From an optimization exercise on the open Yosys and OpenROAD flow, aimed at small area and a short achievable clock period; shortcuts taken in it are not production practice.
Function was checked by simulation only, so behaviour that the tests miss may differ from the original.
Power figures rest on the tool's default switching activity, not on a simulated workload.

Setup of run A:
==> flow/design.v <==
package mem_pkg;
  localparam int unsigned DEF_DATA_WIDTH = 32;
  localparam int unsigned DEF_DEPTH      = 64;
  localparam int unsigned DEF_ADDR_WIDTH = 6;
  typedef enum logic [0:0] {
    CLEAR = 1'b0,
    READY = 1'b1
  } state_e;
  function automatic logic byte_parity(input logic [7:0] b);
    byte_parity = ^b;
  endfunction
endpackage
module mem_clear_seq
#(
  parameter int unsigned DEPTH      = mem_pkg::DEF_DEPTH,
  parameter int unsigned ADDR_WIDTH = mem_pkg::DEF_ADDR_WIDTH
) (
  input  logic clock,
  input  logic reset,
  output logic busy,
  output logic clr
);
  logic [ADDR_WIDTH-1:0] cnt_q;
  logic                  last_c;
  logic                  busy_q;
  logic                  done_q;
  assign last_c = (cnt_q == ADDR_WIDTH'(DEPTH - 1));
  always_ff @(posedge clock or negedge reset) begin
    if (!reset) begin
      cnt_q  <= '0;
      busy_q <= 1'b1;
      done_q <= 1'b0;
    end else begin
      cnt_q <= cnt_q + ADDR_WIDTH'(1);
      if (last_c) begin
        busy_q <= 1'b0;
        done_q <= 1'b1;
      end
    end
  end
  assign busy = busy_q;
  assign clr  = ~done_q;
endmodule
module memory_module_param
#(
  parameter int unsigned DATA_WIDTH = mem_pkg::DEF_DATA_WIDTH,
  parameter int unsigned DEPTH      = mem_pkg::DEF_DEPTH,
  parameter int unsigned ADDR_WIDTH = mem_pkg::DEF_ADDR_WIDTH
) (
  input  logic                    clock,
  input  logic                    reset,
  input  logic [DATA_WIDTH-1:0]   data,
  input  logic [ADDR_WIDTH-1:0]   address,
  input  logic                    rE,
  input  logic                    wE,
  input  logic [DATA_WIDTH/8-1:0] byteEn,
  output logic [DATA_WIDTH-1:0]   dataOut,
  output logic                    dataValid,
  output logic                    busy
);
  localparam int unsigned NB = DATA_WIDTH / 8;
  logic                  busy_c;
  logic                  clr_c;
  logic [DATA_WIDTH-1:0] mem_q [DEPTH];
  logic [DATA_WIDTH-1:0] dataOut_q;
  logic                  dataValid_q;
  mem_clear_seq #(
    .DEPTH     (DEPTH),
    .ADDR_WIDTH(ADDR_WIDTH)
  ) u_clear_seq (
    .clock(clock),
    .reset(reset),
    .busy (busy_c),
    .clr  (clr_c)
  );
  logic [63:0] sel_c   [NB];
  logic [63:0] sel_n_c [NB];
  for (genvar b = 0; b < NB; b++) begin : g_dec
    mem_word_dec u_dec (
      .address(address),
      .sel    (sel_c[b]),
      .sel_n  (sel_n_c[b])
    );
  end
  logic [NB-1:0] be_c;
  logic [NB-1:0] be_n_c;
  always_comb begin
    for (int b = 0; b < NB; b++) begin
      be_c[b]   = wE & byteEn[b] & ~clr_c;
      be_n_c[b] = ~be_c[b];
    end
  end
  for (genvar w = 0; w < 64; w++) begin : g_word
    for (genvar b = 0; b < NB; b++) begin : g_byte
      logic wen_c, hold_c;
      mem_we u_we (
        .sel  (sel_c[b][w]),
        .sel_n(sel_n_c[b][w]),
        .be   (be_c[b]),
        .be_n (be_n_c[b]),
        .clr  (clr_c),
        .wen  (wen_c),
        .hold (hold_c)
      );
      for (genvar j = 0; j < 8; j++) begin : g_bit
        logic d_c;
        mem_bit_sel u_sel (
          .a1(wen_c),
          .a2(data[8*b+j]),
          .b1(hold_c),
          .b2(mem_q[w][8*b+j]),
          .y (d_c)
        );
        always_ff @(posedge clock) mem_q[w][8*b+j] <= d_c;
      end
    end
  end
  logic [DATA_WIDTH-1:0] rd_c;
  for (genvar i = 0; i < DATA_WIDTH; i++) begin : g_rd
    logic [7:0]  q_c;
    logic [3:0]  r_n;
    for (genvar k = 0; k < 8; k++) begin : g_q
      mem_rd8 u_q (
        .s ({sel_c[i/8][8*k+7], sel_c[i/8][8*k+6], sel_c[i/8][8*k+5], sel_c[i/8][8*k+4],
             sel_c[i/8][8*k+3], sel_c[i/8][8*k+2], sel_c[i/8][8*k+1], sel_c[i/8][8*k]}),
        .d ({mem_q[8*k+7][i], mem_q[8*k+6][i], mem_q[8*k+5][i], mem_q[8*k+4][i],
             mem_q[8*k+3][i], mem_q[8*k+2][i], mem_q[8*k+1][i], mem_q[8*k][i]}),
        .y (q_c[k])
      );
    end
    for (genvar k = 0; k < 4; k++) begin : g_r
      mem_nor2 u_r (.a(q_c[2*k]), .b(q_c[2*k+1]), .y(r_n[k]));
    end
    mem_nand4 u_rd (.a(r_n[0]), .b(r_n[1]), .c(r_n[2]), .d(r_n[3]), .y(rd_c[i]));
  end
  always_ff @(posedge clock) begin
    dataOut_q <= rd_c;
  end
  always_ff @(posedge clock or negedge reset) begin
    if (!reset) dataValid_q <= 1'b0;
    else        dataValid_q <= rE & ~clr_c;
  end
  assign dataOut   = dataOut_q;
  assign dataValid = dataValid_q;
  assign busy      = busy_c;
endmodule
module mem_word_dec (
  input  logic [5:0]  address,
  output logic [63:0] sel,
  output logic [63:0] sel_n
);
  logic [7:0] pa, pb;
  always_comb begin
    for (int k = 0; k < 8; k++) begin
      pa[k] = (address[2:0] == 3'(k));
      pb[k] = (address[5:3] == 3'(k));
    end
  end
  for (genvar w = 0; w < 64; w++) begin : g_sel
    mem_nand2 u_seln (.a(pa[w%8]), .b(pb[w/8]), .y(sel_n[w]));
    mem_inv   u_sel  (.a(sel_n[w]), .y(sel[w]));
  end
endmodule
module mem_rd8 (
  input  logic [7:0] s,
  input  logic [7:0] d,
  output logic       y
);
  logic [3:0] p_n;
  for (genvar g = 0; g < 4; g++) begin : g_p
    assign p_n[g] = ~((s[2*g] & d[2*g]) | (s[2*g+1] & d[2*g+1]));
  end
  assign y = ~&p_n;
endmodule
module mem_bit_sel (
  input  logic a1, a2, b1, b2,
  output logic y
);
  assign y = (a1 & a2) | (b1 & b2);
endmodule
module mem_we (
  input  logic sel, sel_n, be, be_n, clr,
  output logic wen, hold
);
  assign wen  = ~(sel_n | be_n);
  assign hold = ~((sel & be) | clr);
endmodule
module mem_inv (
  input  logic a,
  output logic y
);
  assign y = ~a;
endmodule
module mem_nand2 (
  input  logic a, b,
  output logic y
);
  assign y = ~(a & b);
endmodule
module mem_nand4 (
  input  logic a, b, c, d,
  output logic y
);
  assign y = ~(a & b & c & d);
endmodule
module mem_nor2 (
  input  logic a, b,
  output logic y
);
  assign y = ~(a | b);
endmodule
clock: 4.0 ns
lec_check: 0
cap_margin: 20
core_margin: 2
core_utilization: 50
cts_buf_list: sky130_fd_sc_hd__clkbuf_16
cts_cluster_diameter: 60
cts_cluster_size: 24
gpl_timing_driven: 0
place_density: 0.6
setup_slack_margin: 1.9
slew_margin: 20
synth_hierarchical: 1
synth_minimum_keep_size: 0
tns_end_percent: 20
run.sh (not shown) runs the stock make flow with config.mk's settings and CLKGATE_MAP_FILE= SYNTH_SCRIPT=/design/flow/synth_recipe.tcl, a recipe that flattens the netlist after the stock synthesis.
#### Input delta (run B over run A)
--- a/flow/design.v
+++ b/flow/design.v
@@ -91,19 +91,12 @@
     end
   end
   for (genvar w = 0; w < 64; w++) begin : g_word
     for (genvar b = 0; b < NB; b++) begin : g_byte
       logic wen_c, hold_c;
-      mem_we u_we (
-        .sel  (sel_c[b][w]),
-        .sel_n(sel_n_c[b][w]),
-        .be   (be_c[b]),
-        .be_n (be_n_c[b]),
-        .clr  (clr_c),
-        .wen  (wen_c),
-        .hold (hold_c)
-      );
+      mem_nor2  u_wen  (.a(sel_n_c[b][w]), .b(be_n_c[b]), .y(wen_c));
+      assign hold_c = ~((sel_c[b][w] & be_c[b]) | clr_c);
       for (genvar j = 0; j < 8; j++) begin : g_bit
         logic d_c;
         mem_bit_sel u_sel (
           .a1(wen_c),
           .a2(data[8*b+j]),
@@ -115,20 +108,18 @@
       end
     end
   end
   logic [DATA_WIDTH-1:0] rd_c;
   for (genvar i = 0; i < DATA_WIDTH; i++) begin : g_rd
+    logic [31:0] p_n;
     logic [7:0]  q_c;
     logic [3:0]  r_n;
+    for (genvar g = 0; g < 32; g++) begin : g_grp
+      assign p_n[g] = ~((sel_c[i/8][2*g] & mem_q[2*g][i]) | (sel_c[i/8][2*g+1] & mem_q[2*g+1][i]));
+    end
     for (genvar k = 0; k < 8; k++) begin : g_q
-      mem_rd8 u_q (
-        .s ({sel_c[i/8][8*k+7], sel_c[i/8][8*k+6], sel_c[i/8][8*k+5], sel_c[i/8][8*k+4],
-             sel_c[i/8][8*k+3], sel_c[i/8][8*k+2], sel_c[i/8][8*k+1], sel_c[i/8][8*k]}),
-        .d ({mem_q[8*k+7][i], mem_q[8*k+6][i], mem_q[8*k+5][i], mem_q[8*k+4][i],
-             mem_q[8*k+3][i], mem_q[8*k+2][i], mem_q[8*k+1][i], mem_q[8*k][i]}),
-        .y (q_c[k])
-      );
+      mem_nand4 u_q (.a(p_n[4*k]), .b(p_n[4*k+1]), .c(p_n[4*k+2]), .d(p_n[4*k+3]), .y(q_c[k]));
     end
     for (genvar k = 0; k < 4; k++) begin : g_r
       mem_nor2 u_r (.a(q_c[2*k]), .b(q_c[2*k+1]), .y(r_n[k]));
     end
     mem_nand4 u_rd (.a(r_n[0]), .b(r_n[1]), .c(r_n[2]), .d(r_n[3]), .y(rd_c[i]));
@@ -159,33 +150,21 @@
   for (genvar w = 0; w < 64; w++) begin : g_sel
     mem_nand2 u_seln (.a(pa[w%8]), .b(pb[w/8]), .y(sel_n[w]));
     mem_inv   u_sel  (.a(sel_n[w]), .y(sel[w]));
   end
 endmodule
-module mem_rd8 (
-  input  logic [7:0] s,
-  input  logic [7:0] d,
-  output logic       y
-);
-  logic [3:0] p_n;
-  for (genvar g = 0; g < 4; g++) begin : g_p
-    assign p_n[g] = ~((s[2*g] & d[2*g]) | (s[2*g+1] & d[2*g+1]));
-  end
-  assign y = ~&p_n;
-endmodule
 module mem_bit_sel (
   input  logic a1, a2, b1, b2,
   output logic y
 );
   assign y = (a1 & a2) | (b1 & b2);
 endmodule
-module mem_we (
-  input  logic sel, sel_n, be, be_n, clr,
-  output logic wen, hold
+module mem_a21oi (
+  input  logic a1, a2, b1,
+  output logic y
 );
-  assign wen  = ~(sel_n | be_n);
-  assign hold = ~((sel & be) | clr);
+  assign y = ~((a1 & a2) | b1);
 endmodule
 module mem_inv (
   input  logic a,
   output logic y
 );
Findings:
- For number of non-clock buffers, dividing the value from run B by the value from run A gives 1.5.
- In the flow results for run A and run B, the total power consumption of the routed design is smaller on run A.
- Via density per instance for run B is higher than for run A.
- Synthesized area, run B vs run A: up by a few percent
- Compared with run A, count of clock-buffer cells in the layout in run B increased by a few percent.
- Clock skew (lower): run B
- Going from run A to run B, post-place instance area grew by a few percent.
- Row synthesized-area fraction occupied by ao, oa, aoi and oai cells: run B lower / run A higher
- When run B is set beside run A, its total die area turns out to be 2.8% larger.
- Run A reports its start-to-end type of the worst setup path as flop to flop while run B reports input port to flop.
- Total vias in the final route came out higher on run B than on run A.

==> re-timing with driven ports <==
In the flow no input, the clock included, has a driving cell. The finished layouts below were timed again as built, in two steps.
Step 1, drivers: a clkbuf_16 drives clock and a buf_2 each remaining input, both assumed.
Step 2 times the ports against the registers' clock, not the clock port: input delays grow and output delays shrink by t, the midpoint of the rising clock arrivals with the driver on.
Three values: ideal ports, drivers, drivers and shift; two values: the first two.
| run | t (ns) | setup slack, ns | slew at the worst register clock pin (ns) | worst slew at a driven data input, ns | pins driven straight from the clock port |
|---|---|---|---|---|---|
| run A | 0.859 | 1.555 / 1.555 / 0.794 | 0.09 / 0.09 | 0.20 | 1 |
| run B | 0.879 | 1.717 / 1.645 / 0.766 | 0.10 / 0.10 | 0.31 | 1 |
After both steps every run listed still meets setup and hold. For run B, which loses most, drivers alone change the setup slack by -0.072 ns; drivers and shift together by -0.951 ns.
